This is an optimization exercise on Yosys and OpenROAD, whose aim is small area, a short achievable clock period and few clock cycles per item, not a production implementation. Function was not checked in any run shown here: the RTL went through the layout flow alone. No activity file was given, so power comes from the tool's default toggle rates.

## flow/design.v (module list and top-level ports; edited modules follow where they fit)
// module csa_multiplier: 1449 lines
module csa_multiplier (
    input  logic        clk,
    input  logic        rst_n,
    input  logic        in_valid,
    input  logic [15:0] x,
    input  logic [15:0] y,
    output logic        out_valid,
    output logic [31:0] product
);
  // ...
==> flow/run.sh <==
#!/bin/bash
# synth_recipe.tcl (not shown) runs the flow's synth.tcl, then flattens the netlist and writes it again
# the make line also repeats each setting of config.mk as NAME=value (left out here)
make -C /OpenROAD-flow-scripts/flow DESIGN_CONFIG=/design/flow/config.mk WORK_HOME=/design/flow/orfs CLKGATE_MAP_FILE= SYNTH_SCRIPT=/design/flow/synth_recipe.tcl finish
==> flow/config.mk <==
export PLATFORM = sky130hd
export DESIGN_NAME = csa_multiplier
export DESIGN_NICKNAME = csa_multiplier
export VERILOG_FILES = /design/flow/design.v
export SDC_FILE = /design/flow/constraint.sdc
export NUM_CORES = 4
export LEC_CHECK = 0
export ABC_CLOCK_PERIOD_IN_PS = 3500
export CAP_MARGIN = 20
export CORE_MARGIN = 2
export CORE_UTILIZATION = 40
export SETUP_SLACK_MARGIN = 3.0
export SLEW_MARGIN = 20
==> flow/constraint.sdc <==
create_clock -name core_clock -period 6.5 [get_ports {clk}]
set_input_delay 1.3000 -clock core_clock [delete_from_list [all_inputs] [get_ports {clk}]]
set_output_delay 1.3000 -clock core_clock [all_outputs]
set_load 0.01 [all_outputs]
==> metrics.yaml, run 1 <==
synthesis:
  synthCells: 988
  synth.distinct_cells: 49
  synth_ff_type: "dfxtp_1"
  synth_top_family_by_area: "adder cells"
  synth_area_mm2: 0.00972
grt:
  grt_first_pass_wirelength_mm: 41.4
  grtUsageMet2_pct: 32.8
  grt.overflow.total: 0
  use_met1_pct: 29.6
critical_path:
  r2r_start: "yr[9]"
  cp.required_ns: 5.20
  regToRegSetupSlack_ns: 2.82
  critPathKind: "flip-flop to output pin"
  max_stage_delay_ns: 0.37
  setup.worst_path.start: "sa[1]"
detailed_routing:
  wl_met2_mm: 11.7
  wl_met3_mm: 1.97
clock_network:
  post_cts_resized: 215
placement:
  place_inst: 1344
  place_hpwl_mm: 16.9
  portBuffers: 67
cells_and_area:
  final_cell_mix: "169 x inv_1, 134 x fa_1, 133 x and2_1, 116 x nand2_1, 91 x buf_4"
  fin_area_mm2: 0.0126
  final_util_pct: 52.4
  reg_top3: "sa (31), sb (30)"
  multiInputGateArea_mm2: 0.00748
hold_path:
  min-delay-start: "v1"
run_status:
  status: "complete, no violations"
sta:
  fin_skew_ns: 0.00945
  setup_viol: 0
  maxSlewViolCount: 0
  fmax_mhz: 254
floorplan:
  design.core.area_mm2: 0.0241
  io_pins: 68
pwr:
  p_seq_uw: 841
  pwr-share-seq_pct: 18.3
==> run 2: changes to the inputs <==
==> flow/design.v (replaced) <==
module csa_multiplier (
    input  logic        clk,
    input  logic        rst_n,
    input  logic        in_valid,
    input  logic [15:0] x,
    input  logic [15:0] y,
    output logic        out_valid,
    output logic [31:0] product
);
    logic [3:1] vld;    
    logic [15:0] xr, yr;
    logic t1_c0_0;
    logic t1_c1_0;
    logic t1_c1_1;
    logic t1_c2_0;
    logic t1_c3_0;
    logic t1_c4_0;
    logic t1_c5_0;
    logic t1_c6_0;
    logic t1_c6_1;
    logic t1_c6_2;
    logic t1_c7_0;
    logic t1_c7_1;
    logic t1_c8_0;
    logic t1_c8_1;
    logic t1_c9_0;
    logic t1_c9_1;
    logic t1_c10_0;
    logic t1_c10_1;
    logic t1_c11_0;
    logic t1_c11_1;
    logic t1_c11_2;
    logic t1_c11_3;
    logic t1_c12_0;
    logic t1_c12_1;
    logic t1_c12_2;
    logic t1_c13_0;
    logic t1_c13_1;
    logic t1_c13_2;
    logic t1_c14_0;
    logic t1_c14_1;
    logic t1_c14_2;
    logic t1_c15_0;
    logic t1_c15_1;
    logic t1_c15_2;
    logic t1_c16_0;
    logic t1_c16_1;
    logic t1_c16_2;
    logic t1_c16_3;
    logic t1_c17_0;
    logic t1_c17_1;
    logic t1_c17_2;
    logic t1_c17_3;
    logic t1_c18_0;
    logic t1_c18_1;
    logic t1_c18_2;
    logic t1_c18_3;
    logic t1_c19_0;
    logic t1_c19_1;
    logic t1_c19_2;
    logic t1_c19_3;
    logic t1_c20_0;
    logic t1_c20_1;
    logic t1_c20_2;
    logic t1_c20_3;
    logic t1_c21_0;
    logic t1_c21_1;
    logic t1_c22_0;
    logic t1_c22_1;
    logic t1_c22_2;
    logic t1_c23_0;
    logic t1_c23_1;
    logic t1_c23_2;
    logic t1_c24_0;
    logic t1_c24_1;
    logic t1_c24_2;
    logic t1_c25_0;
    logic t1_c25_1;
    logic t1_c25_2;
    logic t1_c26_0;
    logic t1_c27_0;
    logic t1_c27_1;
    logic t1_c28_0;
    logic t1_c28_1;
    logic t1_c29_0;
    logic t1_c29_1;
    logic t1_c30_0;
    logic t1_c30_1;
    logic [31:0] fa_a, fa_b, sum;
    logic [31:0] pr;
    logic pp1;
    logic pp2;
    logic pp3;
    logic pp4;
    logic pp5;
    logic pp6;
    logic pp7;
    logic pp8;
    logic pp9;
    logic pp10;
    logic pp11;
    logic pp12;
    logic pp13;
    logic pp14;
    logic pp15;
    logic pp16;
    logic pp17;
    logic pp18;
    logic pp19;
    logic pp20;
    logic pp21;
    logic pp22;
    logic pp23;
    logic pp24;
    logic pp25;
    logic pp26;
    logic pp27;
    logic pp28;
    logic pp29;
    logic pp30;
    logic pp31;
    logic pp32;
    logic pp33;
    logic pp34;
    logic pp35;
    logic pp36;
    logic pp37;
    logic pp38;
    logic pp39;
    logic pp40;
    logic pp41;
    logic pp42;
    logic pp43;
    logic pp44;
    logic pp45;
    logic pp46;
    logic pp47;
    logic pp48;
    logic pp49;
    logic pp50;
    logic pp51;
    logic pp52;
    logic pp53;
    logic pp54;
    logic pp55;
    logic pp56;
    logic pp57;
    logic pp58;
    logic pp59;
    logic pp60;
    logic pp61;
    logic pp62;
    logic pp63;
    logic pp64;
    logic pp65;
    logic pp66;
    logic pp67;
    logic pp68;
    logic pp69;
    logic pp70;
    logic pp71;
    logic pp72;
    logic pp73;
    logic pp74;
    logic pp75;
    logic pp76;
    logic pp77;
    logic pp78;
    logic pp79;
    logic pp80;
    logic pp81;
    logic pp82;
    logic pp83;
    logic pp84;
    logic pp85;
    logic pp86;
    logic pp87;
    logic pp88;
    logic pp89;
    logic pp90;
    logic pp91;
    logic pp92;
    logic pp93;
    logic pp94;
    logic pp95;
    logic pp96;
    logic pp97;
    logic pp98;
    logic pp99;
    logic pp100;
    logic pp101;
    logic pp102;
    logic pp103;
    logic pp104;
    logic pp105;
    logic pp106;
    logic pp107;
    logic pp108;
    logic pp109;
    logic pp110;
    logic pp111;
    logic pp112;
    logic pp113;
    logic pp114;
    logic pp115;
    logic pp116;
    logic pp117;
    logic pp118;
    logic pp119;
    logic pp120;
    logic pp121;
    logic pp122;
    logic pp123;
    logic pp124;
    logic pp125;
    logic pp126;
    logic pp127;
    logic pp128;
    logic pp129;
    logic pp130;
    logic pp131;
    logic pp132;
    logic pp133;
    logic pp134;
    logic pp135;
    logic pp136;
    logic pp137;
    logic pp138;
    logic pp139;
    logic pp140;
    logic pp141;
    logic pp142;
    logic pp143;
    logic pp144;
    logic pp145;
    logic pp146;
    logic pp147;
    logic pp148;
    logic pp149;
    logic pp150;
    logic pp151;
    logic pp152;
    logic pp153;
    logic pp154;
    logic pp155;
    logic pp156;
    logic pp157;
    logic pp158;
    logic pp159;
    logic pp160;
    logic pp161;
    logic pp162;
    logic pp163;
    logic pp164;
    logic pp165;
    logic pp166;
    logic pp167;
    logic pp168;
    logic pp169;
    logic pp170;
    logic pp171;
    logic pp172;
    logic pp173;
    logic pp174;
    logic pp175;
    logic pp176;
    logic pp177;
    logic pp178;
    logic pp179;
    logic pp180;
    logic pp181;
    logic pp182;
    logic pp183;
    logic pp184;
    logic pp185;
    logic pp186;
    logic pp187;
    logic pp188;
    logic pp189;
    logic pp190;
    logic pp191;
    logic pp192;
    logic pp193;
    logic pp194;
    logic pp195;
    logic pp196;
    logic pp197;
    logic pp198;
    logic pp199;
    logic pp200;
    logic pp201;
    logic pp202;
    logic pp203;
    logic pp204;
    logic pp205;
    logic pp206;
    logic pp207;
    logic pp208;
    logic pp209;
    logic pp210;
    logic pp211;
    logic pp212;
    logic pp213;
    logic pp214;
    logic pp215;
    logic pp216;
    logic pp217;
    logic pp218;
    logic pp219;
    logic pp220;
    logic pp221;
    logic pp222;
    logic pp223;
    logic pp224;
    logic pp225;
    logic pp226;
    logic pp227;
    logic pp228;
    logic pp229;
    logic pp230;
    logic pp231;
    logic pp232;
    logic pp233;
    logic pp234;
    logic pp235;
    logic pp236;
    logic pp237;
    logic pp238;
    logic pp239;
    logic pp240;
    logic pp241;
    logic pp242;
    logic pp243;
    logic pp244;
    logic pp245;
    logic pp246;
    logic pp247;
    logic pp248;
    logic pp249;
    logic pp250;
    logic pp251;
    logic pp252;
    logic pp253;
    logic pp254;
    logic pp255;
    logic pp256;
    logic s257;
    logic c258;
    logic s259;
    logic c260;
    logic s261;
    logic c262;
    logic s263;
    logic c264;
    logic s265;
    logic c266;
    logic s267;
    logic c268;
    logic s269;
    logic c270;
    logic s271;
    logic c272;
    logic s273;
    logic c274;
    logic s275;
    logic c276;
    logic s277;
    logic c278;
    logic s279;
    logic c280;
    logic s281;
    logic c282;
    logic s283;
    logic c284;
    logic s285;
    logic c286;
    logic s287;
    logic c288;
    logic s289;
    logic c290;
    logic s291;
    logic c292;
    logic s293;
    logic c294;
    logic s295;
    logic c296;
    logic s297;
    logic c298;
    logic s299;
    logic c300;
    logic s301;
    logic c302;
    logic s303;
    logic c304;
    logic s305;
    logic c306;
    logic s307;
    logic c308;
    logic s309;
    logic c310;
    logic s311;
    logic c312;
    logic s313;
    logic c314;
    logic s315;
    logic c316;
    logic s317;
    logic c318;
    logic s319;
    logic c320;
    logic s321;
    logic c322;
    logic s323;
    logic c324;
    logic s325;
    logic c326;
    logic s327;
    logic c328;
    logic s329;
    logic c330;
    logic s331;
    logic c332;
    logic s333;
    logic c334;
    logic s335;
    logic c336;
    logic s337;
    logic c338;
    logic s339;
    logic c340;
    logic s341;
    logic c342;
    logic s343;
    logic c344;
    logic s345;
    logic c346;
    logic s347;
    logic c348;
    logic s349;
    logic c350;
    logic s351;
    logic c352;
    logic s353;
    logic c354;
    logic s355;
    logic c356;
    logic s357;
    logic c358;
    logic s359;
    logic c360;
    logic s361;
    logic c362;
    logic s363;
    logic c364;
    logic s365;
    logic c366;
    logic s367;
    logic c368;
    logic s369;
    logic c370;
    logic s371;
    logic c372;
    logic s373;
    logic c374;
    logic s375;
    logic c376;
    logic s377;
    logic c378;
    logic s379;
    logic c380;
    logic s381;
    logic c382;
    logic s383;
    logic c384;
    logic s385;
    logic c386;
    logic s387;
    logic c388;
    logic s389;
    logic c390;
    logic s391;
    logic c392;
    logic s393;
    logic c394;
    logic s395;
    logic c396;
    logic s397;
    logic c398;
    logic s399;
    logic c400;
    logic s401;
    logic c402;
    logic s403;
    logic c404;
    logic s405;
    logic c406;
    logic s407;
    logic c408;
    logic s409;
    logic c410;
    logic s411;
    logic c412;
    logic s413;
    logic c414;
    logic s415;
    logic c416;
    logic s417;
    logic c418;
    logic s419;
    logic c420;
    logic s421;
    logic c422;
    logic s423;
    logic c424;
    logic s425;
    logic c426;
    logic s427;
    logic c428;
    logic s429;
    logic c430;
    logic s431;
    logic c432;
    logic s433;
    logic c434;
    logic s435;
    logic c436;
    logic s437;
    logic c438;
    logic s439;
    logic c440;
    logic s441;
    logic c442;
    logic s443;
    logic c444;
    logic s445;
    logic c446;
    logic s447;
    logic c448;
    logic s449;
    logic c450;
    logic s451;
    logic c452;
    logic s453;
    logic c454;
    logic s455;
    logic c456;
    logic s457;
    logic c458;
    logic s459;
    logic c460;
    logic s461;
    logic c462;
    logic s463;
    logic c464;
    logic s465;
    logic c466;
    logic s467;
    logic c468;
    logic s469;
    logic c470;
    logic s471;
    logic c472;
    logic s473;
    logic c474;
    logic s475;
    logic c476;
    logic s477;
    logic c478;
    logic s479;
    logic c480;
    logic s481;
    logic c482;
    logic s483;
    logic c484;
    logic s485;
    logic c486;
    logic s487;
    logic c488;
    logic s489;
    logic c490;
    logic s491;
    logic c492;
    logic s493;
    logic c494;
    logic s495;
    logic c496;
    logic s497;
    logic c498;
    logic s499;
    logic c500;
    logic s501;
    logic c502;
    logic s503;
    logic c504;
    logic s505;
    logic c506;
    logic s507;
    logic c508;
    logic s509;
    logic c510;
    logic s511;
    logic c512;
    logic s513;
    logic c514;
    logic s515;
    logic c516;
    logic s517;
    logic c518;
    logic s519;
    logic c520;
    logic s521;
    logic c522;
    logic s523;
    logic c524;
    logic s525;
    logic c526;
    logic s527;
    logic c528;
    logic s529;
    logic c530;
    logic s531;
    logic c532;
    logic s533;
    logic c534;
    logic s535;
    logic c536;
    logic s537;
    logic c538;
    logic s539;
    logic c540;
    logic s541;
    logic c542;
    logic s543;
    logic c544;
    logic s545;
    logic c546;
    logic s547;
    logic c548;
    logic s549;
    logic c550;
    logic s551;
    logic c552;
    logic s553;
    logic c554;
    logic s555;
    logic c556;
    logic s557;
    logic c558;
    logic s559;
    logic c560;
    logic s561;
    logic c562;
    logic s563;
    logic c564;
    logic s565;
    logic c566;
    logic s567;
    logic c568;
    logic s569;
    logic c570;
    logic s571;
    logic c572;
    logic s573;
    logic c574;
    logic s575;
    logic c576;
    logic s577;
    logic c578;
    logic s579;
    logic c580;
    logic s581;
    logic c582;
    logic s583;
    logic c584;
    logic s585;
    logic c586;
    logic s587;
    logic c588;
    logic s589;
    logic c590;
    logic s591;
    logic c592;
    logic s593;
    logic c594;
    logic s595;
    logic c596;
    logic s597;
    logic c598;
    logic s599;
    logic c600;
    logic s601;
    logic c602;
    logic s603;
    logic c604;
    logic s605;
    logic c606;
    logic s607;
    logic c608;
    logic s609;
    logic c610;
    logic s611;
    logic c612;
    logic s613;
    logic c614;
    logic s615;
    logic c616;
    logic s617;
    logic c618;
    logic s619;
    logic c620;
    logic s621;
    logic c622;
    logic s623;
    logic c624;
    logic s625;
    logic c626;
    logic s627;
    logic c628;
    logic s629;
    logic c630;
    logic s631;
    logic c632;
    logic s633;
    logic c634;
    logic s635;
    logic c636;
    logic s637;
    logic c638;
    logic s639;
    logic c640;
    logic s641;
    logic c642;
    logic s643;
    logic c644;
    logic s645;
    logic c646;
    logic s647;
    logic c648;
    logic s649;
    logic c650;
    logic s651;
    logic c652;
    logic s653;
    logic c654;
    logic s655;
    logic c656;
    logic s657;
    logic c658;
    logic s659;
    logic c660;
    logic s661;
    logic c662;
    logic s663;
    logic c664;
    logic s665;
    logic c666;
    logic s667;
    logic c668;
    logic s669;
    logic c670;
    logic s671;
    logic c672;
    logic s673;
    logic c674;
    logic s675;
    logic c676;
    always_ff @(posedge clk) begin
        if (!rst_n) vld <= '0;
        else        vld <= {vld[2:1], in_valid};
    end
    assign out_valid = vld[3];
    always_ff @(posedge clk) begin
        xr <= x;
        yr <= y;
    end
    assign pp1 = xr[0] & yr[0];
    assign pp2 = xr[1] & yr[0];
    assign pp3 = xr[2] & yr[0];
    assign pp4 = xr[3] & yr[0];
    assign pp5 = xr[4] & yr[0];
    assign pp6 = xr[5] & yr[0];
    assign pp7 = xr[6] & yr[0];
    assign pp8 = xr[7] & yr[0];
    assign pp9 = xr[8] & yr[0];
    assign pp10 = xr[9] & yr[0];
    assign pp11 = xr[10] & yr[0];
    assign pp12 = xr[11] & yr[0];
    assign pp13 = xr[12] & yr[0];
    assign pp14 = xr[13] & yr[0];
    assign pp15 = xr[14] & yr[0];
    assign pp16 = xr[15] & yr[0];
    assign pp17 = xr[0] & yr[1];
    assign pp18 = xr[1] & yr[1];
    assign pp19 = xr[2] & yr[1];
    assign pp20 = xr[3] & yr[1];
    assign pp21 = xr[4] & yr[1];
    assign pp22 = xr[5] & yr[1];
    assign pp23 = xr[6] & yr[1];
    assign pp24 = xr[7] & yr[1];
    assign pp25 = xr[8] & yr[1];
    assign pp26 = xr[9] & yr[1];
    assign pp27 = xr[10] & yr[1];
    assign pp28 = xr[11] & yr[1];
    assign pp29 = xr[12] & yr[1];
    assign pp30 = xr[13] & yr[1];
    assign pp31 = xr[14] & yr[1];
    assign pp32 = xr[15] & yr[1];
    assign pp33 = xr[0] & yr[2];
    assign pp34 = xr[1] & yr[2];
    assign pp35 = xr[2] & yr[2];
    assign pp36 = xr[3] & yr[2];
    assign pp37 = xr[4] & yr[2];
    assign pp38 = xr[5] & yr[2];
    assign pp39 = xr[6] & yr[2];
    assign pp40 = xr[7] & yr[2];
    assign pp41 = xr[8] & yr[2];
    assign pp42 = xr[9] & yr[2];
    assign pp43 = xr[10] & yr[2];
    assign pp44 = xr[11] & yr[2];
    assign pp45 = xr[12] & yr[2];
    assign pp46 = xr[13] & yr[2];
    assign pp47 = xr[14] & yr[2];
    assign pp48 = xr[15] & yr[2];
    assign pp49 = xr[0] & yr[3];
    assign pp50 = xr[1] & yr[3];
    assign pp51 = xr[2] & yr[3];
    assign pp52 = xr[3] & yr[3];
    assign pp53 = xr[4] & yr[3];
    assign pp54 = xr[5] & yr[3];
    assign pp55 = xr[6] & yr[3];
    assign pp56 = xr[7] & yr[3];
    assign pp57 = xr[8] & yr[3];
    assign pp58 = xr[9] & yr[3];
    assign pp59 = xr[10] & yr[3];
    assign pp60 = xr[11] & yr[3];
    assign pp61 = xr[12] & yr[3];
    assign pp62 = xr[13] & yr[3];
    assign pp63 = xr[14] & yr[3];
    assign pp64 = xr[15] & yr[3];
    assign pp65 = xr[0] & yr[4];
    assign pp66 = xr[1] & yr[4];
    assign pp67 = xr[2] & yr[4];
    assign pp68 = xr[3] & yr[4];
    assign pp69 = xr[4] & yr[4];
    assign pp70 = xr[5] & yr[4];
    assign pp71 = xr[6] & yr[4];
    assign pp72 = xr[7] & yr[4];
    assign pp73 = xr[8] & yr[4];
    assign pp74 = xr[9] & yr[4];
    assign pp75 = xr[10] & yr[4];
    assign pp76 = xr[11] & yr[4];
    assign pp77 = xr[12] & yr[4];
    assign pp78 = xr[13] & yr[4];
    assign pp79 = xr[14] & yr[4];
    assign pp80 = xr[15] & yr[4];
    assign pp81 = xr[0] & yr[5];
    assign pp82 = xr[1] & yr[5];
    assign pp83 = xr[2] & yr[5];
    assign pp84 = xr[3] & yr[5];
    assign pp85 = xr[4] & yr[5];
    assign pp86 = xr[5] & yr[5];
    assign pp87 = xr[6] & yr[5];
    assign pp88 = xr[7] & yr[5];
    assign pp89 = xr[8] & yr[5];
    assign pp90 = xr[9] & yr[5];
    assign pp91 = xr[10] & yr[5];
    assign pp92 = xr[11] & yr[5];
    assign pp93 = xr[12] & yr[5];
    assign pp94 = xr[13] & yr[5];
    assign pp95 = xr[14] & yr[5];
    assign pp96 = xr[15] & yr[5];
    assign pp97 = xr[0] & yr[6];
    assign pp98 = xr[1] & yr[6];
    assign pp99 = xr[2] & yr[6];
    assign pp100 = xr[3] & yr[6];
    assign pp101 = xr[4] & yr[6];
    assign pp102 = xr[5] & yr[6];
    assign pp103 = xr[6] & yr[6];
    assign pp104 = xr[7] & yr[6];
    assign pp105 = xr[8] & yr[6];
    assign pp106 = xr[9] & yr[6];
    assign pp107 = xr[10] & yr[6];
    assign pp108 = xr[11] & yr[6];
    assign pp109 = xr[12] & yr[6];
    assign pp110 = xr[13] & yr[6];
    assign pp111 = xr[14] & yr[6];
    assign pp112 = xr[15] & yr[6];
    assign pp113 = xr[0] & yr[7];
    assign pp114 = xr[1] & yr[7];
    assign pp115 = xr[2] & yr[7];
    assign pp116 = xr[3] & yr[7];
    assign pp117 = xr[4] & yr[7];
    assign pp118 = xr[5] & yr[7];
    assign pp119 = xr[6] & yr[7];
    assign pp120 = xr[7] & yr[7];
    assign pp121 = xr[8] & yr[7];
    assign pp122 = xr[9] & yr[7];
    assign pp123 = xr[10] & yr[7];
    assign pp124 = xr[11] & yr[7];
    assign pp125 = xr[12] & yr[7];
    assign pp126 = xr[13] & yr[7];
    assign pp127 = xr[14] & yr[7];
    assign pp128 = xr[15] & yr[7];
    assign pp129 = xr[0] & yr[8];
    assign pp130 = xr[1] & yr[8];
    assign pp131 = xr[2] & yr[8];
    assign pp132 = xr[3] & yr[8];
    assign pp133 = xr[4] & yr[8];
    assign pp134 = xr[5] & yr[8];
    assign pp135 = xr[6] & yr[8];
    assign pp136 = xr[7] & yr[8];
    assign pp137 = xr[8] & yr[8];
    assign pp138 = xr[9] & yr[8];
    assign pp139 = xr[10] & yr[8];
    assign pp140 = xr[11] & yr[8];
    assign pp141 = xr[12] & yr[8];
    assign pp142 = xr[13] & yr[8];
    assign pp143 = xr[14] & yr[8];
    assign pp144 = xr[15] & yr[8];
    assign pp145 = xr[0] & yr[9];
    assign pp146 = xr[1] & yr[9];
    assign pp147 = xr[2] & yr[9];
    assign pp148 = xr[3] & yr[9];
    assign pp149 = xr[4] & yr[9];
    assign pp150 = xr[5] & yr[9];
    assign pp151 = xr[6] & yr[9];
    assign pp152 = xr[7] & yr[9];
    assign pp153 = xr[8] & yr[9];
    assign pp154 = xr[9] & yr[9];
    assign pp155 = xr[10] & yr[9];
    assign pp156 = xr[11] & yr[9];
    assign pp157 = xr[12] & yr[9];
    assign pp158 = xr[13] & yr[9];
    assign pp159 = xr[14] & yr[9];
    assign pp160 = xr[15] & yr[9];
    assign pp161 = xr[0] & yr[10];
    assign pp162 = xr[1] & yr[10];
    assign pp163 = xr[2] & yr[10];
    assign pp164 = xr[3] & yr[10];
    assign pp165 = xr[4] & yr[10];
    assign pp166 = xr[5] & yr[10];
    assign pp167 = xr[6] & yr[10];
    assign pp168 = xr[7] & yr[10];
    assign pp169 = xr[8] & yr[10];
    assign pp170 = xr[9] & yr[10];
    assign pp171 = xr[10] & yr[10];
    assign pp172 = xr[11] & yr[10];
    assign pp173 = xr[12] & yr[10];
    assign pp174 = xr[13] & yr[10];
    assign pp175 = xr[14] & yr[10];
    assign pp176 = xr[15] & yr[10];
    assign pp177 = xr[0] & yr[11];
    assign pp178 = xr[1] & yr[11];
    assign pp179 = xr[2] & yr[11];
    assign pp180 = xr[3] & yr[11];
    assign pp181 = xr[4] & yr[11];
    assign pp182 = xr[5] & yr[11];
    assign pp183 = xr[6] & yr[11];
    assign pp184 = xr[7] & yr[11];
    assign pp185 = xr[8] & yr[11];
    assign pp186 = xr[9] & yr[11];
    assign pp187 = xr[10] & yr[11];
    assign pp188 = xr[11] & yr[11];
    assign pp189 = xr[12] & yr[11];
    assign pp190 = xr[13] & yr[11];
    assign pp191 = xr[14] & yr[11];
    assign pp192 = xr[15] & yr[11];
    assign pp193 = xr[0] & yr[12];
    assign pp194 = xr[1] & yr[12];
    assign pp195 = xr[2] & yr[12];
    assign pp196 = xr[3] & yr[12];
    assign pp197 = xr[4] & yr[12];
    assign pp198 = xr[5] & yr[12];
    assign pp199 = xr[6] & yr[12];
    assign pp200 = xr[7] & yr[12];
    assign pp201 = xr[8] & yr[12];
    assign pp202 = xr[9] & yr[12];
    assign pp203 = xr[10] & yr[12];
    assign pp204 = xr[11] & yr[12];
    assign pp205 = xr[12] & yr[12];
    assign pp206 = xr[13] & yr[12];
    assign pp207 = xr[14] & yr[12];
    assign pp208 = xr[15] & yr[12];
    assign pp209 = xr[0] & yr[13];
    assign pp210 = xr[1] & yr[13];
    assign pp211 = xr[2] & yr[13];
    assign pp212 = xr[3] & yr[13];
    assign pp213 = xr[4] & yr[13];
    assign pp214 = xr[5] & yr[13];
    assign pp215 = xr[6] & yr[13];
    assign pp216 = xr[7] & yr[13];
    assign pp217 = xr[8] & yr[13];
    assign pp218 = xr[9] & yr[13];
    assign pp219 = xr[10] & yr[13];
    assign pp220 = xr[11] & yr[13];
    assign pp221 = xr[12] & yr[13];
    assign pp222 = xr[13] & yr[13];
    assign pp223 = xr[14] & yr[13];
    assign pp224 = xr[15] & yr[13];
    assign pp225 = xr[0] & yr[14];
    assign pp226 = xr[1] & yr[14];
    assign pp227 = xr[2] & yr[14];
    assign pp228 = xr[3] & yr[14];
    assign pp229 = xr[4] & yr[14];
    assign pp230 = xr[5] & yr[14];
    assign pp231 = xr[6] & yr[14];
    assign pp232 = xr[7] & yr[14];
    assign pp233 = xr[8] & yr[14];
    assign pp234 = xr[9] & yr[14];
    assign pp235 = xr[10] & yr[14];
    assign pp236 = xr[11] & yr[14];
    assign pp237 = xr[12] & yr[14];
    assign pp238 = xr[13] & yr[14];
    assign pp239 = xr[14] & yr[14];
    assign pp240 = xr[15] & yr[14];
    assign pp241 = xr[0] & yr[15];
    assign pp242 = xr[1] & yr[15];
    assign pp243 = xr[2] & yr[15];
    assign pp244 = xr[3] & yr[15];
    assign pp245 = xr[4] & yr[15];
    assign pp246 = xr[5] & yr[15];
    assign pp247 = xr[6] & yr[15];
    assign pp248 = xr[7] & yr[15];
    assign pp249 = xr[8] & yr[15];
    assign pp250 = xr[9] & yr[15];
    assign pp251 = xr[10] & yr[15];
    assign pp252 = xr[11] & yr[15];
    assign pp253 = xr[12] & yr[15];
    assign pp254 = xr[13] & yr[15];
    assign pp255 = xr[14] & yr[15];
    assign pp256 = xr[15] & yr[15];
    assign s257 = pp3 ^ pp18 ^ pp33;
    assign c258 = (pp3 & pp18) | (pp3 & pp33) | (pp18 & pp33);
    assign s259 = pp4 ^ pp19 ^ pp34;
    assign c260 = (pp4 & pp19) | (pp4 & pp34) | (pp19 & pp34);
    assign s261 = pp5 ^ pp20 ^ pp35;
    assign c262 = (pp5 & pp20) | (pp5 & pp35) | (pp20 & pp35);
    assign s263 = pp6 ^ pp21 ^ pp36;
    assign c264 = (pp6 & pp21) | (pp6 & pp36) | (pp21 & pp36);
    assign s265 = pp51 ^ pp66 ^ pp81;
    assign c266 = (pp51 & pp66) | (pp51 & pp81) | (pp66 & pp81);
    assign s267 = pp7 ^ pp22 ^ pp37;
    assign c268 = (pp7 & pp22) | (pp7 & pp37) | (pp22 & pp37);
    assign s269 = pp52 ^ pp67 ^ pp82;
    assign c270 = (pp52 & pp67) | (pp52 & pp82) | (pp67 & pp82);
    assign s271 = pp8 ^ pp23 ^ pp38;
    assign c272 = (pp8 & pp23) | (pp8 & pp38) | (pp23 & pp38);
    assign s273 = pp53 ^ pp68 ^ pp83;
    assign c274 = (pp53 & pp68) | (pp53 & pp83) | (pp68 & pp83);
    assign s275 = pp9 ^ pp24 ^ pp39;
    assign c276 = (pp9 & pp24) | (pp9 & pp39) | (pp24 & pp39);
    assign s277 = pp54 ^ pp69 ^ pp84;
    assign c278 = (pp54 & pp69) | (pp54 & pp84) | (pp69 & pp84);
    assign s279 = pp99 ^ pp114 ^ pp129;
    assign c280 = (pp99 & pp114) | (pp99 & pp129) | (pp114 & pp129);
    assign s281 = pp10 ^ pp25 ^ pp40;
    assign c282 = (pp10 & pp25) | (pp10 & pp40) | (pp25 & pp40);
    assign s283 = pp55 ^ pp70 ^ pp85;
    assign c284 = (pp55 & pp70) | (pp55 & pp85) | (pp70 & pp85);
    assign s285 = pp100 ^ pp115 ^ pp130;
    assign c286 = (pp100 & pp115) | (pp100 & pp130) | (pp115 & pp130);
    assign s287 = pp11 ^ pp26 ^ pp41;
    assign c288 = (pp11 & pp26) | (pp11 & pp41) | (pp26 & pp41);
    assign s289 = pp56 ^ pp71 ^ pp86;
    assign c290 = (pp56 & pp71) | (pp56 & pp86) | (pp71 & pp86);
    assign s291 = pp101 ^ pp116 ^ pp131;
    assign c292 = (pp101 & pp116) | (pp101 & pp131) | (pp116 & pp131);
    assign s293 = pp12 ^ pp27 ^ pp42;
    assign c294 = (pp12 & pp27) | (pp12 & pp42) | (pp27 & pp42);
    assign s295 = pp57 ^ pp72 ^ pp87;
    assign c296 = (pp57 & pp72) | (pp57 & pp87) | (pp72 & pp87);
    assign s297 = pp102 ^ pp117 ^ pp132;
    assign c298 = (pp102 & pp117) | (pp102 & pp132) | (pp117 & pp132);
    assign s299 = pp147 ^ pp162 ^ pp177;
    assign c300 = (pp147 & pp162) | (pp147 & pp177) | (pp162 & pp177);
    assign s301 = pp13 ^ pp28 ^ pp43;
    assign c302 = (pp13 & pp28) | (pp13 & pp43) | (pp28 & pp43);
    assign s303 = pp58 ^ pp73 ^ pp88;
    assign c304 = (pp58 & pp73) | (pp58 & pp88) | (pp73 & pp88);
    assign s305 = pp103 ^ pp118 ^ pp133;
    assign c306 = (pp103 & pp118) | (pp103 & pp133) | (pp118 & pp133);
    assign s307 = pp148 ^ pp163 ^ pp178;
    assign c308 = (pp148 & pp163) | (pp148 & pp178) | (pp163 & pp178);
    assign s309 = pp14 ^ pp29 ^ pp44;
    assign c310 = (pp14 & pp29) | (pp14 & pp44) | (pp29 & pp44);
    assign s311 = pp59 ^ pp74 ^ pp89;
    assign c312 = (pp59 & pp74) | (pp59 & pp89) | (pp74 & pp89);
    assign s313 = pp104 ^ pp119 ^ pp134;
    assign c314 = (pp104 & pp119) | (pp104 & pp134) | (pp119 & pp134);
    assign s315 = pp149 ^ pp164 ^ pp179;
    assign c316 = (pp149 & pp164) | (pp149 & pp179) | (pp164 & pp179);
    assign s317 = pp15 ^ pp30 ^ pp45;
    assign c318 = (pp15 & pp30) | (pp15 & pp45) | (pp30 & pp45);
    assign s319 = pp60 ^ pp75 ^ pp90;
    assign c320 = (pp60 & pp75) | (pp60 & pp90) | (pp75 & pp90);
    assign s321 = pp105 ^ pp120 ^ pp135;
    assign c322 = (pp105 & pp120) | (pp105 & pp135) | (pp120 & pp135);
    assign s323 = pp150 ^ pp165 ^ pp180;
    assign c324 = (pp150 & pp165) | (pp150 & pp180) | (pp165 & pp180);
    assign s325 = pp195 ^ pp210 ^ pp225;
    assign c326 = (pp195 & pp210) | (pp195 & pp225) | (pp210 & pp225);
    assign s327 = pp16 ^ pp31 ^ pp46;
    assign c328 = (pp16 & pp31) | (pp16 & pp46) | (pp31 & pp46);
    assign s329 = pp61 ^ pp76 ^ pp91;
    assign c330 = (pp61 & pp76) | (pp61 & pp91) | (pp76 & pp91);
    assign s331 = pp106 ^ pp121 ^ pp136;
    assign c332 = (pp106 & pp121) | (pp106 & pp136) | (pp121 & pp136);
    assign s333 = pp151 ^ pp166 ^ pp181;
    assign c334 = (pp151 & pp166) | (pp151 & pp181) | (pp166 & pp181);
    assign s335 = pp196 ^ pp211 ^ pp226;
    assign c336 = (pp196 & pp211) | (pp196 & pp226) | (pp211 & pp226);
    assign s337 = pp32 ^ pp47 ^ pp62;
    assign c338 = (pp32 & pp47) | (pp32 & pp62) | (pp47 & pp62);
    assign s339 = pp77 ^ pp92 ^ pp107;
    assign c340 = (pp77 & pp92) | (pp77 & pp107) | (pp92 & pp107);
    assign s341 = pp122 ^ pp137 ^ pp152;
    assign c342 = (pp122 & pp137) | (pp122 & pp152) | (pp137 & pp152);
    assign s343 = pp167 ^ pp182 ^ pp197;
    assign c344 = (pp167 & pp182) | (pp167 & pp197) | (pp182 & pp197);
    assign s345 = pp212 ^ pp227 ^ pp242;
    assign c346 = (pp212 & pp227) | (pp212 & pp242) | (pp227 & pp242);
    assign s347 = pp48 ^ pp63 ^ pp78;
    assign c348 = (pp48 & pp63) | (pp48 & pp78) | (pp63 & pp78);
    assign s349 = pp93 ^ pp108 ^ pp123;
    assign c350 = (pp93 & pp108) | (pp93 & pp123) | (pp108 & pp123);
    assign s351 = pp138 ^ pp153 ^ pp168;
    assign c352 = (pp138 & pp153) | (pp138 & pp168) | (pp153 & pp168);
    assign s353 = pp183 ^ pp198 ^ pp213;
    assign c354 = (pp183 & pp198) | (pp183 & pp213) | (pp198 & pp213);
    assign s355 = pp64 ^ pp79 ^ pp94;
    assign c356 = (pp64 & pp79) | (pp64 & pp94) | (pp79 & pp94);
    assign s357 = pp109 ^ pp124 ^ pp139;
    assign c358 = (pp109 & pp124) | (pp109 & pp139) | (pp124 & pp139);
    assign s359 = pp154 ^ pp169 ^ pp184;
    assign c360 = (pp154 & pp169) | (pp154 & pp184) | (pp169 & pp184);
    assign s361 = pp199 ^ pp214 ^ pp229;
    assign c362 = (pp199 & pp214) | (pp199 & pp229) | (pp214 & pp229);
    assign s363 = pp80 ^ pp95 ^ pp110;
    assign c364 = (pp80 & pp95) | (pp80 & pp110) | (pp95 & pp110);
    assign s365 = pp125 ^ pp140 ^ pp155;
    assign c366 = (pp125 & pp140) | (pp125 & pp155) | (pp140 & pp155);
    assign s367 = pp170 ^ pp185 ^ pp200;
    assign c368 = (pp170 & pp185) | (pp170 & pp200) | (pp185 & pp200);
    assign s369 = pp215 ^ pp230 ^ pp245;
    assign c370 = (pp215 & pp230) | (pp215 & pp245) | (pp230 & pp245);
    assign s371 = pp96 ^ pp111 ^ pp126;
    assign c372 = (pp96 & pp111) | (pp96 & pp126) | (pp111 & pp126);
    assign s373 = pp141 ^ pp156 ^ pp171;
    assign c374 = (pp141 & pp156) | (pp141 & pp171) | (pp156 & pp171);
    assign s375 = pp186 ^ pp201 ^ pp216;
    assign c376 = (pp186 & pp201) | (pp186 & pp216) | (pp201 & pp216);
    assign s377 = pp112 ^ pp127 ^ pp142;
    assign c378 = (pp112 & pp127) | (pp112 & pp142) | (pp127 & pp142);
    assign s379 = pp157 ^ pp172 ^ pp187;
    assign c380 = (pp157 & pp172) | (pp157 & pp187) | (pp172 & pp187);
    assign s381 = pp202 ^ pp217 ^ pp232;
    assign c382 = (pp202 & pp217) | (pp202 & pp232) | (pp217 & pp232);
    assign s383 = pp128 ^ pp143 ^ pp158;
    assign c384 = (pp128 & pp143) | (pp128 & pp158) | (pp143 & pp158);
    assign s385 = pp173 ^ pp188 ^ pp203;
    assign c386 = (pp173 & pp188) | (pp173 & pp203) | (pp188 & pp203);
    assign s387 = pp218 ^ pp233 ^ pp248;
    assign c388 = (pp218 & pp233) | (pp218 & pp248) | (pp233 & pp248);
    assign s389 = pp144 ^ pp159 ^ pp174;
    assign c390 = (pp144 & pp159) | (pp144 & pp174) | (pp159 & pp174);
    assign s391 = pp189 ^ pp204 ^ pp219;
    assign c392 = (pp189 & pp204) | (pp189 & pp219) | (pp204 & pp219);
    assign s393 = pp160 ^ pp175 ^ pp190;
    assign c394 = (pp160 & pp175) | (pp160 & pp190) | (pp175 & pp190);
    assign s395 = pp205 ^ pp220 ^ pp235;
    assign c396 = (pp205 & pp220) | (pp205 & pp235) | (pp220 & pp235);
    assign s397 = pp176 ^ pp191 ^ pp206;
    assign c398 = (pp176 & pp191) | (pp176 & pp206) | (pp191 & pp206);
    assign s399 = pp221 ^ pp236 ^ pp251;
    assign c400 = (pp221 & pp236) | (pp221 & pp251) | (pp236 & pp251);
    assign s401 = pp192 ^ pp207 ^ pp222;
    assign c402 = (pp192 & pp207) | (pp192 & pp222) | (pp207 & pp222);
    assign s403 = pp208 ^ pp223 ^ pp238;
    assign c404 = (pp208 & pp223) | (pp208 & pp238) | (pp223 & pp238);
    assign s405 = pp224 ^ pp239 ^ pp254;
    assign c406 = (pp224 & pp239) | (pp224 & pp254) | (pp239 & pp254);
    assign s407 = s259 ^ pp49 ^ c258;
    assign c408 = (s259 & pp49) | (s259 & c258) | (pp49 & c258);
    assign s409 = s261 ^ pp50 ^ pp65;
    assign c410 = (s261 & pp50) | (s261 & pp65) | (pp50 & pp65);
    assign s411 = s263 ^ s265 ^ c262;
    assign c412 = (s263 & s265) | (s263 & c262) | (s265 & c262);
    assign s413 = s267 ^ s269 ^ pp97;
    assign c414 = (s267 & s269) | (s267 & pp97) | (s269 & pp97);
    assign s415 = s271 ^ s273 ^ pp98;
    assign c416 = (s271 & s273) | (s271 & pp98) | (s273 & pp98);
    assign s417 = pp113 ^ c268 ^ c270;
    assign c418 = (pp113 & c268) | (pp113 & c270) | (c268 & c270);
    assign s419 = s275 ^ s277 ^ s279;
    assign c420 = (s275 & s277) | (s275 & s279) | (s277 & s279);
    assign s421 = s281 ^ s283 ^ s285;
    assign c422 = (s281 & s283) | (s281 & s285) | (s283 & s285);
    assign s423 = pp145 ^ c276 ^ c278;
    assign c424 = (pp145 & c276) | (pp145 & c278) | (c276 & c278);
    assign s425 = s287 ^ s289 ^ s291;
    assign c426 = (s287 & s289) | (s287 & s291) | (s289 & s291);
    assign s427 = pp146 ^ pp161 ^ c282;
    assign c428 = (pp146 & pp161) | (pp146 & c282) | (pp161 & c282);
    assign s429 = s293 ^ s295 ^ s297;
    assign c430 = (s293 & s295) | (s293 & s297) | (s295 & s297);
    assign s431 = s299 ^ c288 ^ c290;
    assign c432 = (s299 & c288) | (s299 & c290) | (c288 & c290);
    assign s433 = s301 ^ s303 ^ s305;
    assign c434 = (s301 & s303) | (s301 & s305) | (s303 & s305);
    assign s435 = s307 ^ pp193 ^ c294;
    assign c436 = (s307 & pp193) | (s307 & c294) | (pp193 & c294);
    assign s437 = c296 ^ c298 ^ c300;
    assign c438 = (c296 & c298) | (c296 & c300) | (c298 & c300);
    assign s439 = s309 ^ s311 ^ s313;
    assign c440 = (s309 & s311) | (s309 & s313) | (s311 & s313);
    assign s441 = s315 ^ pp194 ^ pp209;
    assign c442 = (s315 & pp194) | (s315 & pp209) | (pp194 & pp209);
    assign s443 = c302 ^ c304 ^ c306;
    assign c444 = (c302 & c304) | (c302 & c306) | (c304 & c306);
    assign s445 = s317 ^ s319 ^ s321;
    assign c446 = (s317 & s319) | (s317 & s321) | (s319 & s321);
    assign s447 = s323 ^ s325 ^ c310;
    assign c448 = (s323 & s325) | (s323 & c310) | (s325 & c310);
    assign s449 = c312 ^ c314 ^ c316;
    assign c450 = (c312 & c314) | (c312 & c316) | (c314 & c316);
    assign s451 = s327 ^ s329 ^ s331;
    assign c452 = (s327 & s329) | (s327 & s331) | (s329 & s331);
    assign s453 = s333 ^ s335 ^ pp241;
    assign c454 = (s333 & s335) | (s333 & pp241) | (s335 & pp241);
    assign s455 = c318 ^ c320 ^ c322;
    assign c456 = (c318 & c320) | (c318 & c322) | (c320 & c322);
    assign s457 = s337 ^ s339 ^ s341;
    assign c458 = (s337 & s339) | (s337 & s341) | (s339 & s341);
    assign s459 = s343 ^ s345 ^ c328;
    assign c460 = (s343 & s345) | (s343 & c328) | (s345 & c328);
    assign s461 = c330 ^ c332 ^ c334;
    assign c462 = (c330 & c332) | (c330 & c334) | (c332 & c334);
    assign s463 = s347 ^ s349 ^ s351;
    assign c464 = (s347 & s349) | (s347 & s351) | (s349 & s351);
    assign s465 = s353 ^ pp228 ^ pp243;
    assign c466 = (s353 & pp228) | (s353 & pp243) | (pp228 & pp243);
    assign s467 = c338 ^ c340 ^ c342;
    assign c468 = (c338 & c340) | (c338 & c342) | (c340 & c342);
    assign s469 = s355 ^ s357 ^ s359;
    assign c470 = (s355 & s357) | (s355 & s359) | (s357 & s359);
    assign s471 = s361 ^ pp244 ^ c348;
    assign c472 = (s361 & pp244) | (s361 & c348) | (pp244 & c348);
    assign s473 = c350 ^ c352 ^ c354;
    assign c474 = (c350 & c352) | (c350 & c354) | (c352 & c354);
    assign s475 = s363 ^ s365 ^ s367;
    assign c476 = (s363 & s365) | (s363 & s367) | (s365 & s367);
    assign s477 = s369 ^ c356 ^ c358;
    assign c478 = (s369 & c356) | (s369 & c358) | (c356 & c358);
    assign s479 = s371 ^ s373 ^ s375;
    assign c480 = (s371 & s373) | (s371 & s375) | (s373 & s375);
    assign s481 = pp231 ^ pp246 ^ c364;
    assign c482 = (pp231 & pp246) | (pp231 & c364) | (pp246 & c364);
    assign s483 = c366 ^ c368 ^ c370;
    assign c484 = (c366 & c368) | (c366 & c370) | (c368 & c370);
    assign s485 = s377 ^ s379 ^ s381;
    assign c486 = (s377 & s379) | (s377 & s381) | (s379 & s381);
    assign s487 = pp247 ^ c372 ^ c374;
    assign c488 = (pp247 & c372) | (pp247 & c374) | (c372 & c374);
    assign s489 = s383 ^ s385 ^ s387;
    assign c490 = (s383 & s385) | (s383 & s387) | (s385 & s387);
    assign s491 = c378 ^ c380 ^ c382;
    assign c492 = (c378 & c380) | (c378 & c382) | (c380 & c382);
    assign s493 = s389 ^ s391 ^ pp234;
    assign c494 = (s389 & s391) | (s389 & pp234) | (s391 & pp234);
    assign s495 = pp249 ^ c384 ^ c386;
    assign c496 = (pp249 & c384) | (pp249 & c386) | (c384 & c386);
    assign s497 = s393 ^ s395 ^ pp250;
    assign c498 = (s393 & s395) | (s393 & pp250) | (s395 & pp250);
    assign s499 = s397 ^ s399 ^ c394;
    assign c500 = (s397 & s399) | (s397 & c394) | (s399 & c394);
    assign s501 = s401 ^ pp237 ^ pp252;
    assign c502 = (s401 & pp237) | (s401 & pp252) | (pp237 & pp252);
    assign s503 = s403 ^ pp253 ^ c402;
    assign c504 = (s403 & pp253) | (s403 & c402) | (pp253 & c402);
    assign s505 = pp240 ^ pp255 ^ c406;
    assign c506 = (pp240 & pp255) | (pp240 & c406) | (pp255 & c406);
    assign s507 = s409 ^ c260 ^ c408;
    assign c508 = (s409 & c260) | (s409 & c408) | (c260 & c408);
    assign s509 = s413 ^ c264 ^ c266;
    assign c510 = (s413 & c264) | (s413 & c266) | (c264 & c266);
    assign s511 = s415 ^ s417 ^ c414;
    assign c512 = (s415 & s417) | (s415 & c414) | (s417 & c414);
    assign s513 = s419 ^ c272 ^ c274;
    assign c514 = (s419 & c272) | (s419 & c274) | (c272 & c274);
    assign s515 = s421 ^ s423 ^ c280;
    assign c516 = (s421 & s423) | (s421 & c280) | (s423 & c280);
    assign s517 = s425 ^ s427 ^ c284;
    assign c518 = (s425 & s427) | (s425 & c284) | (s427 & c284);
    assign s519 = c286 ^ c422 ^ c424;
    assign c520 = (c286 & c422) | (c286 & c424) | (c422 & c424);
    assign s521 = s429 ^ s431 ^ c292;
    assign c522 = (s429 & s431) | (s429 & c292) | (s431 & c292);
    assign s523 = s433 ^ s435 ^ s437;
    assign c524 = (s433 & s435) | (s433 & s437) | (s435 & s437);
    assign s525 = s439 ^ s441 ^ s443;
    assign c526 = (s439 & s441) | (s439 & s443) | (s441 & s443);
    assign s527 = c308 ^ c434 ^ c436;
    assign c528 = (c308 & c434) | (c308 & c436) | (c434 & c436);
    assign s529 = s445 ^ s447 ^ s449;
    assign c530 = (s445 & s447) | (s445 & s449) | (s447 & s449);
    assign s531 = c440 ^ c442 ^ c444;
    assign c532 = (c440 & c442) | (c440 & c444) | (c442 & c444);
    assign s533 = s451 ^ s453 ^ s455;
    assign c534 = (s451 & s453) | (s451 & s455) | (s453 & s455);
    assign s535 = c324 ^ c326 ^ c446;
    assign c536 = (c324 & c326) | (c324 & c446) | (c326 & c446);
    assign s537 = s457 ^ s459 ^ s461;
    assign c538 = (s457 & s459) | (s457 & s461) | (s459 & s461);
    assign s539 = c336 ^ c452 ^ c454;
    assign c540 = (c336 & c452) | (c336 & c454) | (c452 & c454);
    assign s541 = s463 ^ s465 ^ s467;
    assign c542 = (s463 & s465) | (s463 & s467) | (s465 & s467);
    assign s543 = c344 ^ c346 ^ c458;
    assign c544 = (c344 & c346) | (c344 & c458) | (c346 & c458);
    assign s545 = s469 ^ s471 ^ s473;
    assign c546 = (s469 & s471) | (s469 & s473) | (s471 & s473);
    assign s547 = c464 ^ c466 ^ c468;
    assign c548 = (c464 & c466) | (c464 & c468) | (c466 & c468);
    assign s549 = s475 ^ s477 ^ c360;
    assign c550 = (s475 & s477) | (s475 & c360) | (s477 & c360);
    assign s551 = c362 ^ c470 ^ c472;
    assign c552 = (c362 & c470) | (c362 & c472) | (c470 & c472);
    assign s553 = s479 ^ s481 ^ s483;
    assign c554 = (s479 & s481) | (s479 & s483) | (s481 & s483);
    assign s555 = s485 ^ s487 ^ c376;
    assign c556 = (s485 & s487) | (s485 & c376) | (s487 & c376);
    assign s557 = c480 ^ c482 ^ c484;
    assign c558 = (c480 & c482) | (c480 & c484) | (c482 & c484);
    assign s559 = s489 ^ s491 ^ c486;
    assign c560 = (s489 & s491) | (s489 & c486) | (s491 & c486);
    assign s561 = s493 ^ s495 ^ c388;
    assign c562 = (s493 & s495) | (s493 & c388) | (s495 & c388);
    assign s563 = s497 ^ c390 ^ c392;
    assign c564 = (s497 & c390) | (s497 & c392) | (c390 & c392);
    assign s565 = s499 ^ c396 ^ c498;
    assign c566 = (s499 & c396) | (s499 & c498) | (c396 & c498);
    assign s567 = s501 ^ c398 ^ c400;
    assign c568 = (s501 & c398) | (s501 & c400) | (c398 & c400);
    assign s569 = s405 ^ c404 ^ c504;
    assign c570 = (s405 & c404) | (s405 & c504) | (c404 & c504);
    assign s571 = s411 ^ c410 ^ c508;
    assign c572 = (s411 & c410) | (s411 & c508) | (c410 & c508);
    assign s573 = s513 ^ c416 ^ c418;
    assign c574 = (s513 & c416) | (s513 & c418) | (c416 & c418);
    assign s575 = s515 ^ c420 ^ c514;
    assign c576 = (s515 & c420) | (s515 & c514) | (c420 & c514);
    assign s577 = s517 ^ s519 ^ c516;
    assign c578 = (s517 & s519) | (s517 & c516) | (s519 & c516);
    assign s579 = s521 ^ c426 ^ c428;
    assign c580 = (s521 & c426) | (s521 & c428) | (c426 & c428);
    assign s581 = s523 ^ c430 ^ c432;
    assign c582 = (s523 & c430) | (s523 & c432) | (c430 & c432);
    assign s583 = s525 ^ s527 ^ c438;
    assign c584 = (s525 & s527) | (s525 & c438) | (s527 & c438);
    assign s585 = s529 ^ s531 ^ c526;
    assign c586 = (s529 & s531) | (s529 & c526) | (s531 & c526);
    assign s587 = s533 ^ s535 ^ c448;
    assign c588 = (s533 & s535) | (s533 & c448) | (s535 & c448);
    assign s589 = c450 ^ c530 ^ c532;
    assign c590 = (c450 & c530) | (c450 & c532) | (c530 & c532);
    assign s591 = s537 ^ s539 ^ c456;
    assign c592 = (s537 & s539) | (s537 & c456) | (s539 & c456);
    assign s593 = c534 ^ c536;
    assign c594 = c534 & c536;
    assign s595 = s541 ^ s543 ^ c460;
    assign c596 = (s541 & s543) | (s541 & c460) | (s543 & c460);
    assign s597 = c462 ^ c538 ^ c540;
    assign c598 = (c462 & c538) | (c462 & c540) | (c538 & c540);
    assign s599 = s545 ^ s547 ^ c542;
    assign c600 = (s545 & s547) | (s545 & c542) | (s547 & c542);
    assign s601 = s549 ^ s551 ^ c474;
    assign c602 = (s549 & s551) | (s549 & c474) | (s551 & c474);
    assign s603 = s553 ^ c476 ^ c478;
    assign c604 = (s553 & c476) | (s553 & c478) | (c476 & c478);
    assign s605 = s555 ^ s557 ^ c554;
    assign c606 = (s555 & s557) | (s555 & c554) | (s557 & c554);
    assign s607 = s559 ^ c488 ^ c556;
    assign c608 = (s559 & c488) | (s559 & c556) | (c488 & c556);
    assign s609 = s561 ^ c490 ^ c492;
    assign c610 = (s561 & c490) | (s561 & c492) | (c490 & c492);
    assign s611 = s563 ^ c494 ^ c496;
    assign c612 = (s563 & c494) | (s563 & c496) | (c494 & c496);
    assign s613 = s567 ^ c500 ^ c566;
    assign c614 = (s567 & c500) | (s567 & c566) | (c500 & c566);
    assign s615 = s503 ^ c502 ^ c568;
    assign c616 = (s503 & c502) | (s503 & c568) | (c502 & c568);
    assign s617 = t1_c6_0 ^ t1_c6_1 ^ t1_c6_2;
    assign c618 = (t1_c6_0 & t1_c6_1) | (t1_c6_0 & t1_c6_2) | (t1_c6_1 & t1_c6_2);
    assign s619 = t1_c11_0 ^ t1_c11_1 ^ t1_c11_2;
    assign c620 = (t1_c11_0 & t1_c11_1) | (t1_c11_0 & t1_c11_2) | (t1_c11_1 & t1_c11_2);
    assign s621 = t1_c12_0 ^ t1_c12_1 ^ t1_c12_2;
    assign c622 = (t1_c12_0 & t1_c12_1) | (t1_c12_0 & t1_c12_2) | (t1_c12_1 & t1_c12_2);
    assign s623 = t1_c13_0 ^ t1_c13_1 ^ t1_c13_2;
    assign c624 = (t1_c13_0 & t1_c13_1) | (t1_c13_0 & t1_c13_2) | (t1_c13_1 & t1_c13_2);
    assign s625 = t1_c14_0 ^ t1_c14_1 ^ t1_c14_2;
    assign c626 = (t1_c14_0 & t1_c14_1) | (t1_c14_0 & t1_c14_2) | (t1_c14_1 & t1_c14_2);
    assign s627 = t1_c15_0 ^ t1_c15_1 ^ t1_c15_2;
    assign c628 = (t1_c15_0 & t1_c15_1) | (t1_c15_0 & t1_c15_2) | (t1_c15_1 & t1_c15_2);
    assign s629 = t1_c16_0 ^ t1_c16_1 ^ t1_c16_2;
    assign c630 = (t1_c16_0 & t1_c16_1) | (t1_c16_0 & t1_c16_2) | (t1_c16_1 & t1_c16_2);
    assign s631 = t1_c17_0 ^ t1_c17_1 ^ t1_c17_2;
    assign c632 = (t1_c17_0 & t1_c17_1) | (t1_c17_0 & t1_c17_2) | (t1_c17_1 & t1_c17_2);
    assign s633 = t1_c18_0 ^ t1_c18_1 ^ t1_c18_2;
    assign c634 = (t1_c18_0 & t1_c18_1) | (t1_c18_0 & t1_c18_2) | (t1_c18_1 & t1_c18_2);
    assign s635 = t1_c19_0 ^ t1_c19_1 ^ t1_c19_2;
    assign c636 = (t1_c19_0 & t1_c19_1) | (t1_c19_0 & t1_c19_2) | (t1_c19_1 & t1_c19_2);
    assign s637 = t1_c20_0 ^ t1_c20_1 ^ t1_c20_2;
    assign c638 = (t1_c20_0 & t1_c20_1) | (t1_c20_0 & t1_c20_2) | (t1_c20_1 & t1_c20_2);
    assign s639 = t1_c22_0 ^ t1_c22_1 ^ t1_c22_2;
    assign c640 = (t1_c22_0 & t1_c22_1) | (t1_c22_0 & t1_c22_2) | (t1_c22_1 & t1_c22_2);
    assign s641 = t1_c23_0 ^ t1_c23_1 ^ t1_c23_2;
    assign c642 = (t1_c23_0 & t1_c23_1) | (t1_c23_0 & t1_c23_2) | (t1_c23_1 & t1_c23_2);
    assign s643 = t1_c24_0 ^ t1_c24_1 ^ t1_c24_2;
    assign c644 = (t1_c24_0 & t1_c24_1) | (t1_c24_0 & t1_c24_2) | (t1_c24_1 & t1_c24_2);
    assign s645 = t1_c25_0 ^ t1_c25_1 ^ t1_c25_2;
    assign c646 = (t1_c25_0 & t1_c25_1) | (t1_c25_0 & t1_c25_2) | (t1_c25_1 & t1_c25_2);
    assign s647 = t1_c7_0 ^ t1_c7_1 ^ c618;
    assign c648 = (t1_c7_0 & t1_c7_1) | (t1_c7_0 & c618) | (t1_c7_1 & c618);
    assign s649 = t1_c8_0 ^ t1_c8_1;
    assign c650 = t1_c8_0 & t1_c8_1;
    assign s651 = t1_c9_0 ^ t1_c9_1;
    assign c652 = t1_c9_0 & t1_c9_1;
    assign s653 = t1_c10_0 ^ t1_c10_1;
    assign c654 = t1_c10_0 & t1_c10_1;
    assign s655 = s619 ^ t1_c11_3;
    assign c656 = s619 & t1_c11_3;
    assign s657 = s621 ^ c620;
    assign c658 = s621 & c620;
    assign s659 = s623 ^ c622;
    assign c660 = s623 & c622;
    assign s661 = s625 ^ c624;
    assign c662 = s625 & c624;
    assign s663 = s627 ^ c626;
    assign c664 = s627 & c626;
    assign s665 = s629 ^ t1_c16_3 ^ c628;
    assign c666 = (s629 & t1_c16_3) | (s629 & c628) | (t1_c16_3 & c628);
    assign s667 = s631 ^ t1_c17_3 ^ c630;
    assign c668 = (s631 & t1_c17_3) | (s631 & c630) | (t1_c17_3 & c630);
    assign s669 = s633 ^ t1_c18_3 ^ c632;
    assign c670 = (s633 & t1_c18_3) | (s633 & c632) | (t1_c18_3 & c632);
    assign s671 = s635 ^ t1_c19_3 ^ c634;
    assign c672 = (s635 & t1_c19_3) | (s635 & c634) | (t1_c19_3 & c634);
    assign s673 = s637 ^ t1_c20_3 ^ c636;
    assign c674 = (s637 & t1_c20_3) | (s637 & c636) | (t1_c20_3 & c636);
    assign s675 = t1_c21_0 ^ t1_c21_1 ^ c638;
    assign c676 = (t1_c21_0 & t1_c21_1) | (t1_c21_0 & c638) | (t1_c21_1 & c638);
    always_ff @(posedge clk) begin
        t1_c0_0 <= pp1;
        t1_c1_0 <= pp2;
        t1_c1_1 <= pp17;
        t1_c2_0 <= s257;
        t1_c3_0 <= s407;
        t1_c4_0 <= s507;
        t1_c5_0 <= s571;
        t1_c6_0 <= s509;
        t1_c6_1 <= c412;
        t1_c6_2 <= c572;
        t1_c7_0 <= s511;
        t1_c7_1 <= c510;
        t1_c8_0 <= s573;
        t1_c8_1 <= c512;
        t1_c9_0 <= s575;
        t1_c9_1 <= c574;
        t1_c10_0 <= s577;
        t1_c10_1 <= c576;
        t1_c11_0 <= s579;
        t1_c11_1 <= c518;
        t1_c11_2 <= c520;
        t1_c11_3 <= c578;
        t1_c12_0 <= s581;
        t1_c12_1 <= c522;
        t1_c12_2 <= c580;
        t1_c13_0 <= s583;
        t1_c13_1 <= c524;
        t1_c13_2 <= c582;
        t1_c14_0 <= s585;
        t1_c14_1 <= c528;
        t1_c14_2 <= c584;
        t1_c15_0 <= s587;
        t1_c15_1 <= s589;
        t1_c15_2 <= c586;
        t1_c16_0 <= s591;
        t1_c16_1 <= s593;
        t1_c16_2 <= c588;
        t1_c16_3 <= c590;
        t1_c17_0 <= s595;
        t1_c17_1 <= s597;
        t1_c17_2 <= c592;
        t1_c17_3 <= c594;
        t1_c18_0 <= s599;
        t1_c18_1 <= c544;
        t1_c18_2 <= c596;
        t1_c18_3 <= c598;
        t1_c19_0 <= s601;
        t1_c19_1 <= c546;
        t1_c19_2 <= c548;
        t1_c19_3 <= c600;
        t1_c20_0 <= s603;
        t1_c20_1 <= c550;
        t1_c20_2 <= c552;
        t1_c20_3 <= c602;
        t1_c21_0 <= s605;
        t1_c21_1 <= c604;
        t1_c22_0 <= s607;
        t1_c22_1 <= c558;
        t1_c22_2 <= c606;
        t1_c23_0 <= s609;
        t1_c23_1 <= c560;
        t1_c23_2 <= c608;
        t1_c24_0 <= s611;
        t1_c24_1 <= c562;
        t1_c24_2 <= c610;
        t1_c25_0 <= s565;
        t1_c25_1 <= c564;
        t1_c25_2 <= c612;
        t1_c26_0 <= s613;
        t1_c27_0 <= s615;
        t1_c27_1 <= c614;
        t1_c28_0 <= s569;
        t1_c28_1 <= c616;
        t1_c29_0 <= s505;
        t1_c29_1 <= c570;
        t1_c30_0 <= pp256;
        t1_c30_1 <= c506;
    end
    assign fa_a = {1'b0, t1_c30_0, t1_c29_0, t1_c28_0, t1_c27_0, t1_c26_0, s645, s643, s641, s639, s675, s673, s671, s669, s667, s665, s663, s661, s659, s657, s655, s653, s651, s649, s647, s617, t1_c5_0, t1_c4_0, t1_c3_0, t1_c2_0, t1_c1_0, t1_c0_0};
    assign fa_b = {1'b0, t1_c30_1, t1_c29_1, t1_c28_1, t1_c27_1, c646, c644, c642, c640, c676, c674, c672, c670, c668, c666, c664, c662, c660, c658, c656, c654, c652, c650, c648, 1'b0, 1'b0, 1'b0, 1'b0, 1'b0, 1'b0, t1_c1_1, 1'b0};
    assign sum  = fa_a + fa_b;
    always_ff @(posedge clk) pr <= sum;
    assign product = pr;
endmodule
==> flow/config.mk (replaced) <==
export PLATFORM = sky130hd
export DESIGN_NAME = csa_multiplier
export DESIGN_NICKNAME = csa_multiplier
export VERILOG_FILES = /design/flow/design.v
export SDC_FILE = /design/flow/constraint.sdc
export NUM_CORES = 4
export LEC_CHECK = 0
export CAP_MARGIN = 20
export CORE_MARGIN = 2
export CORE_UTILIZATION = 40
export SLEW_MARGIN = 20
==> run 2 against run 1 <==
  * First-iteration DRC count stayed put
  * Still clean
  * Global-route usage is 2.0 points lower
  * Worst hold slack worse by 0.12 ns
==> metrics.yaml, run 2 <==
run_status:
  status: "complete, no violations"
critical_path:
  reg2regPathDepth: 11
  crit_buf_inv: 2
  cp_top_family: "adder cells"
  cp-end-kind: "flip-flop"
  crit_chain: "inv_1, fa_1, inv_1, ha_1, ha_1, a21oi_1, o211ai_1, or2_2, o31ai_1, nand2_1, a221oi_1"
  cp-start-kind: "flip-flop"
  cp.depth: 11
  regToRegSetupSlack_ns: 3.13  # +0.31 ns
  max_stage_delay_ns: 0.52  # +0.15 ns
  cp.required_ns: 6.84  # +1.64 ns
  worstPathMaxFanout: 10
  critPathKind: "flip-flop to flip-flop"
  critPathSlowestCell: "fa_1"
  cp.arrival_ns: 3.71
grt:
  grt_pass1_vias: 7812
  grt.overflow.total: 0  # unchanged
  antenna_found_initial: 0
  track_usage_pct: 19.1
  grt_max_degree: 17
  grt_first_pass_wirelength_mm: 41.8  # +0.87%
floorplan:
  die-width_um: 170
  rows: 60
  initial_core_util_pct: 40.7
  io_pins: 68  # unchanged
  dieArea_mm2: 0.0287
  design.core.area_mm2: 0.0270  # +12%
  die_y_um: 170
clock_network:
  hold_buffers: 0
  cts.root.buffer_cell: "clkbuf_16"
  clkSinkCount: 144
  clk_latency_ns: 0.43
  postCtsSetupRepairBufs: 0
  h-tree-depth: 4
  clk_pin_slew_ns: 0.07
  numCtsBuffers: 17
  clockBufferDepth: 2
  post_cts_resized: 0  # -100%
  cts_tree: "yes"
synthesis:
  synthXorXnorAreaFrac_pct: 1.44
  synth.net_count: 1347
  synth_top_family_by_area: "adder cells"
  synth-simple-area-share_pct: 17.3
  synth.distinct_cells: 50  # +2.0%
  yosysWarnings: 1
  synthArstFlopShare_pct: 0
  synthMuxAreaShare_pct: 0
  synth-compound-area-share_pct: 5.20
  synthTopCellsByCount: "221 x inv_1, 214 x and2_1, 201 x fa_1"
  synth_most_common_cell: "inv_1"
  synth_area_mm2: 0.0110  # +13%
  netlist_top_cells_area: "fa_1 37%, dfxtp_1 26%, and2_1 12%"
  synth_ff_type: "dfxtp_1"
  yosys.area.top_type: "fa_1"
  yosys.area_share.adder_pct: 40.6
  yosysTopAreaCellShare_pct: 36.7
  synth-seq-area-share_pct: 26.3
  synthCells: 1077  # +9.0%
  synth_area_per_cell_um2: 10.2
  synth-edff-count: 0
  synth_seq_cells: 144
pwr:
  p_leak_uw: 0.00584
  power.density_mw_per_mm2: 479
  switching_power_uw: 2630
  p_int_uw: 3350
  switching_share_pct: 44.0
  pwr-share-seq_pct: 23.1  # +4.8 points
  clkPwrFrac_pct: 17.4
  ir_worst_vdd_v: 0.000248
  combPwrFrac_pct: 59.5
cells_and_area:
  diodes: 0
  nFillCells: 2506
  syn_to_final_growth_pct: 14.1
  final_cell_mix: "221 x inv_1, 214 x and2_1, 201 x fa_1, 144 x dfxtp_1, 69 x nand2_1"
  final_util_pct: 46.4  # -6.0 points
  largest_reg_flops: 32
  nets: 1395
  mostFrequentLayoutCell: "inv_1"
  regMostFlops: "pr"
  drive_above_1_share_pct: 3.43
  reg_top3: "pr (32), xr (16), yr (16)"
placement:
  place_congestion: 0.819
  portBuffers: 67  # unchanged
  place_hpwl_mm: 18.2  # +7.3%
hold_path:
  holdCritPathClass: "flip-flop to flip-flop"
  holdPathStages: 0
sta:
  worstMarginPinSlew_ns: 0.752
  post-route-min-period_ns: 3.37
  setup_viol: 0  # unchanged
  fin_tns_setup_ns: 0
  finalCritPeriodShare_pct: 51.9
  fmax_mhz: 297  # +17%
  fin_skew_ns: 0.0148  # +0.00531 ns
  hold_viol: 0
  maxSlewHeadroom_pct: 49.8
  maxSlewViolCount: 0  # unchanged
  rsz0062_at_grt: "no"
detailed_routing:
  drt_first_pass_iters: 5
  drc_errors: 0
  drt_iter0_drc: 376
  vias_per_cell: 4.80
  totalWireLength_mm: 25.0
  vias: 7099
  ant_nets: 0
  wl_per_cell_um: 16.9
job:
  cap_violations: 0
run 2: cell count changes after synthesis, sizes merged, moves of 5 or more:
cell / before / now
nor2: 6 / 15
and2: 150 / 215
fa: 196 / 201
inv: 204 / 221
dfxtp: 95 / 144
nand2: 128 / 69
a21o: 11 / 5
ha: 45 / 34
xnor2: 21 / 13
nand3: 3 / 8
run 2: power by group through the flow:
stage                     clock network (uW)  registers (uW)  logic [uW]
after floorplan                            0            1380        2650
after global placement                     0            1410        3520
after detailed placement                   0            1410        3560
after CTS                               1070            1390        3590
after global routing                    1100            1420        4080
final                                   1040            1380        3560
run 2: cell families (layout without fill, tap and decap cells):
logic type      after synthesis  count (layout)
simple gates                335             335
buf+inv                     259             320
fa+ha+maj                   235             235
flops                       144             144
compound gates               86              86
xor+xnor                     18              18
run 2: final timing paths:
kind	end	start
max	pr[30]	t1_c12_0
min reg2reg	pr[0]	t1_c0_0
max reg2reg	pr[30]	t1_c12_0
min	pr[0]	t1_c0_0
run 2: stage by stage:
step | total power [uW] | instances | hold slack (ns) | instance area (um^2) | worst slack, ns
after floorplan | 4030 | 1077 | 0.310 | 11000 | 3.57
after global placement | 4930 | 1447 | 0.313 | 11900 | 3.20
after detailed placement | 4970 | 1447 | 0.313 | 11900 | 3.19
after CTS | 6040 | 1479 | 0.330 | 12500 | 3.16
after global routing | 6600 | 1479 | 0.345 | 12500 | 2.96
final | 5990 | 1479 | 0.330 | 12500 | 3.13
run 2: layout make-up:
class / instances / area (um^2) / area share [%]
clock buffer: 17 / 425 / 3.40
clock inverter: 15 / 200 / 1.60
inverter: 221 / 830 / 6.63
multi-input combinational: 674 / 7070 / 56.5
sequential: 144 / 2880 / 23.0
tap: 341 / 427 / 3.41
timing repair buffer: 67 / 671 / 5.36
run 2: per-layer routing:
layer	vias to the layer above	wire, um	part of all wire, %	GRT usage [%]
met5	-	0	0	0
met4	0	408	1.6	5.43
met3	33	1920	7.7	5.08
met2	248	10900	44	29.4
met1	3527	11800	47	26.5
li1	3291	-	-	-

static timing again, ports no longer ideal:
In the flow no input, the clock included, has a driving cell. The finished layouts below were timed again as built, in two steps.
Step 1 assumes that a clkbuf_16 drives the clock port and a buf_2 every other input.
Step 2 times the ports against the registers' clock, not the clock port: input delays grow and output delays shrink by t, the midpoint of the rising clock arrivals with the driver on.
Three values: no drivers, after step 1, after step 2; two values: the first two.
run	shift t [ns]	setup slack, ns	hold WS [ns]	worst setup path at the end
run 1	0.399	2.556 / 2.509 / 2.816	0.446 / 0.446 / 0.446	register to register
run 2	0.474	3.128 / 3.128 / 3.128	0.330 / 0.330 / 0.330	register to register
After both steps every run listed still meets setup and hold.
